What follows belongs to an exercise in optimizing a design on an open flow for a short achievable clock period and few clock cycles; a production flow would make more cautious choices.

==> run R <==
Design ibp_top, start of the top module:
module ibp_top (
  input  logic       clk,
  input  logic       rst_n,
  input  logic       in_valid,
  output logic       in_ready,
  input  logic [1:0] in_kind,
  input  logic [1:0] in_mode,
  input  logic [6:0] in_width,
  input  logic [6:0] in_height,
  input  logic [7:0] in_corner,
  input  logic [5:0] in_index,
  input  logic [7:0] in_value,
  output logic       out_valid,
  input  logic       out_ready,
  output logic [7:0] out_pixel,
  output logic [5:0] out_column,
  output logic       out_last
);
  intra_block_predictor u_core (
    .clk        (clk),
    .rst_n      (rst_n),
    .in_valid   (in_valid),
    .in_ready   (in_ready),
    .in_kind    (in_kind),
    .in_mode    (in_mode),
    .in_width   (in_width),
    .in_height  (in_height),
    .in_corner  (in_corner),
    .in_index   (in_index),
    .in_value   (in_value),
    .out_valid  (out_valid),
    .out_ready  (out_ready),
    .out_pixel  (out_pixel),
    .out_column (out_column),
    .out_last   (out_last)
  );
endmodule
Settings: LEC_CHECK=0, CAP_MARGIN=20, CORE_MARGIN=2, CORE_UTILIZATION=45, SETUP_SLACK_MARGIN=3.4, SLEW_MARGIN=20; clock period 6.0 ns.
run.sh (not shown) runs the stock make flow with config.mk's settings and CLKGATE_MAP_FILE= SYNTH_SCRIPT=/design/flow/synth_recipe.tcl, a recipe that flattens the netlist after the stock synthesis.
==> run F (differences from run R) <==
--- a/flow/design.v
+++ b/flow/design.v
@@ -169,30 +169,29 @@
   logic [W-1:0]  slot_r [2**AW];
   logic [AW-1:0] wr_r, rd_r, wr_nx, rd_nx;
   logic [AW:0]   cnt_r, cnt_nx;
   ibp_updn #(.W(AW))   u_wr  (.q(wr_r),  .up(push), .dn(1'b0), .d(wr_nx));
   ibp_updn #(.W(AW))   u_rd  (.q(rd_r),  .up(pop),  .dn(1'b0), .d(rd_nx));
   ibp_updn #(.W(AW+1)) u_cnt (.q(cnt_r), .up(push), .dn(pop),  .d(cnt_nx));
   assign head_d = slot_r[rd_r];
   assign empty  = (cnt_r == '0);
+  assign afull  = cnt_r[AW] || (&cnt_r[AW-1:0]);
   always_ff @(posedge clk) begin
     if (push) slot_r[wr_r] <= push_d;
   end
   always_ff @(posedge clk) begin
     if (rst) begin
       wr_r  <= '0;
       rd_r  <= '0;
       cnt_r <= '0;
-      afull <= 1'b0;
     end else begin
       wr_r  <= wr_nx;
       rd_r  <= rd_nx;
       cnt_r <= cnt_nx;
-      afull <= cnt_nx[AW] || (&cnt_nx[AW-1:0]);
     end
   end
 endmodule
 import ibp_pkg::*;
 module ibp_div (
   input  logic             clk,
   input  logic             rst,
   input  logic [NB-1:0]    kill,       
@@ -288,17 +287,17 @@
   logic [BK_W-1:0] d_b;
   logic [7:0]      d_step;           
   logic [6:0]      d_rem;
   logic [7:0]      d_num, d_q, d_dv, trial, diff;
   logic            fits;
   assign trial = {d_rem, d_num[7]};
   ibp_add #(.W(8)) u_sub (.a(trial), .b(~d_dv), .ci(1'b1), .s(diff), .co(fits));
   assign d_last  = d_busy && d_step[7];
-  assign d_start = ve && (!d_busy || !d_alive || d_last);
+  assign d_start = ve && !kill[be] && (!d_busy || !d_alive || kill[d_b] || d_last);
   always_ff @(posedge clk) begin
     if (d_start) begin
       d_b    <= be;
       d_rem  <= re[14:8];
       d_num  <= re[7:0];
       d_dv   <= ne;
       d_step <= 8'd1;
     end else if (d_busy) begin
@@ -307,17 +306,17 @@
       d_q    <= {d_q[6:0], fits};
       d_step <= {d_step[6:0], 1'b0};
     end
     if (rst) begin
       d_busy  <= 1'b0;
       d_alive <= 1'b0;
     end else if (d_start) begin
       d_busy  <= 1'b1;
-      d_alive <= !kill[be];
+      d_alive <= 1'b1;
     end else begin
       if (d_last) d_busy <= 1'b0;
       if (kill[d_b]) d_alive <= 1'b0;
     end
   end
   assign out_v    = d_last && d_alive && !kill[d_b];
   assign out_bank = d_b;
   assign out_q    = {d_q[6:0], fits};
@@ -354,17 +353,17 @@
   logic [7:0] h_c, h_val, h_hi, h_lo;
   logic [63:0] h_oh;
   logic       fire, h_start_fire;
   logic [5:0] kd1, kd2;
   logic       keep_h, keep_f;
   ibp_add #(.W(6)) u_k1 (.a(h_hm1), .b(~o_idx), .ci(1'b1), .s(kd1), .co(keep_h));
   ibp_add #(.W(6)) u_k2 (.a(f_hm1), .b(~o_idx), .ci(1'b1), .s(kd2), .co(keep_f));
   assign take         = !head_v || fire;
-  assign h_start_fire = head_v && h_start && wr_ok;
+  assign h_start_fire = fire && h_start;
   always_ff @(posedge clk) begin
     if (take) begin
       h_row   <= (o_kind == KIND_ROW);
       h_left  <= (o_kind == KIND_LEFT);
       h_above <= (o_kind == KIND_ABOVE);
       h_start <= (o_kind == KIND_START);
       h_mode  <= o_mode;
       h_wm1   <= o_wm1;
@@ -692,46 +691,43 @@
     a_sel = '0;
     for (int b = 0; b < NB; b++) a_sel |= {8{p1_boh[b]}} & p1_ab[b];
   end
   ibp_add #(.W(10)) u_tm (.a({2'b00, a_sel}), .b(p1_k), .ci(1'b0), .s(tm), .co(tm_co));
   always_comb begin
     unique case (p1_m)
       MODE_DC: pix = p1_dc;
       MODE_V:  pix = a_sel;
-      default: pix = p1_l;
+      MODE_H:  pix = p1_l;
+      default: pix = tm[9] ? 8'd0 : tm[8] ? 8'd255 : tm[7:0];
     endcase
   end
   logic        p2_v;
-  logic [25:0] p2_d;
+  logic [14:0] p2_d;
   always_ff @(posedge clk) begin
     if (rst_i) p2_v <= 1'b0;
     else       p2_v <= p1_v;
-    if (p1_v) p2_d <= {(p1_m == MODE_TM), tm, pix, p1_c, p1_last};
+    if (p1_v) p2_d <= {pix, p1_c, p1_last};
   end
-  logic [25:0] oq_r [OQ_DEPTH];
-  logic [25:0] oq_h;
-  logic [7:0]  oq_pix;
+  logic [14:0] oq_r [OQ_DEPTH];
   logic [1:0]  oq_wr, oq_rd, oq_wr_nx, oq_rd_nx;
   logic [2:0]  oq_cnt, oq_cnt_nx, credit, cr_up, cr_dn;
   logic        ov, oq_ne, oq_take, opop;
   logic [14:0] od;
   assign oq_ne   = (oq_cnt != 3'd0);
-  assign oq_h    = oq_r[oq_rd];
-  assign oq_pix  = !oq_h[25] ? oq_h[14:7] : oq_h[24] ? 8'd0 : oq_h[23] ? 8'd255 : oq_h[22:15];
   assign opop    = ov && out_ready;
   assign oq_take = (!ov || out_ready) && oq_ne;
   ibp_updn #(.W(2)) u_ow (.q(oq_wr),  .up(p2_v),    .dn(1'b0),    .d(oq_wr_nx));
   ibp_updn #(.W(2)) u_or (.q(oq_rd),  .up(oq_take), .dn(1'b0),    .d(oq_rd_nx));
   ibp_updn #(.W(3)) u_oc (.q(oq_cnt), .up(p2_v),    .dn(oq_take), .d(oq_cnt_nx));
   ibp_updn #(.W(3)) u_c1 (.q(credit), .up(1'b1),    .dn(issue),   .d(cr_up));
   ibp_updn #(.W(3)) u_c2 (.q(credit), .up(1'b0),    .dn(issue),   .d(cr_dn));
   always_ff @(posedge clk) begin
     if (p2_v) oq_r[oq_wr] <= p2_d;
-    if (oq_take) od <= {oq_pix, oq_h[6:0]};
+    if (oq_take) od <= oq_r[oq_rd];
   end
   always_ff @(posedge clk) begin
     if (!rst_n || rst_i)      ov <= 1'b0;
     else if (!ov || out_ready) ov <= oq_ne;
     if (rst_i) begin
       oq_wr     <= '0;
       oq_rd     <= '0;
       oq_cnt    <= '0;
- CORE_UTILIZATION: 45 -> 60
==> flow_metrics.env <==
export IMPL_yosys_top_cells_area="dfxtp_1, edfxtp_1, fa_1, a211o_1, a211oi_1"
export IMPL_ant_nets=0
export IMPL_first_global_vias=133231
export IMPL_power_frac_clock=0.456
export IMPL_outcome="no timing/DRC/antenna violations"
export IMPL_buffers=700
export IMPL_hold_end="u_core.u_back.u_div.ne[3]$_DFF_P_"
export IMPL_syn2layout_area_growth_pct=15.56
export IMPL_r2r_start="u_core.u_back.cr_coh[48]$_SDFFE_PP0P_"
Source of the figures above: run R

==> flow_metrics.env <==
export IMPL_clk_path_buf_depth=4
export IMPL_firstError="[ERROR GRT-0116] Global routing finished with congestion. Check the congestion regions in the DRC Viewer."
export IMPL_synthAdderAreaFrac=0.1383
export IMPL_ctsResizeCount=1067
export IMPL_outcome="did not finish"
export IMPL_portBuffers=60
export IMPL_first_global_vias=160277
export IMPL_failed_stage="global routing"
export IMPL_yosys_top_cells_area="dfxtp_1, edfxtp_1, fa_1, a211o_1, a211oi_1"
export IMPL_top_usage_layer="met2"
export IMPL_grt_util_met3=0.5372
Source of the figures above: run F

No run of this note included a check of the RTL's function; only the layout flow was run.

re-timing with driven ports:
The flow's constraints put no driver on any port. The routed layout listed below was extracted and timed again, unchanged, in two steps.
Step 1: set_driving_cell puts a clkbuf_16 on clk and a buf_2 on each other input, an assumption about the parent block.
Step 2 moves the port delays by t, midway between the first and last clock arrival at a register: inputs arrive t later, outputs are due t later. That takes back most of the time a late clock gives input paths.
Slacks: no drivers / after step 1 / after step 2; pairs: no drivers / after step 1.
run: run R
shift t [ns]: 1.179
setup slack, ns: 2.808 / 2.808 / 2.779
worst hold slack (ns): 0.326 / 0.326 / 0.326
worst slew at a driven data input, ns: 0.11
After both steps run R still meets setup and hold. For run R, drivers alone change the setup slack by 0.000 ns; drivers and shift together by -0.029 ns.
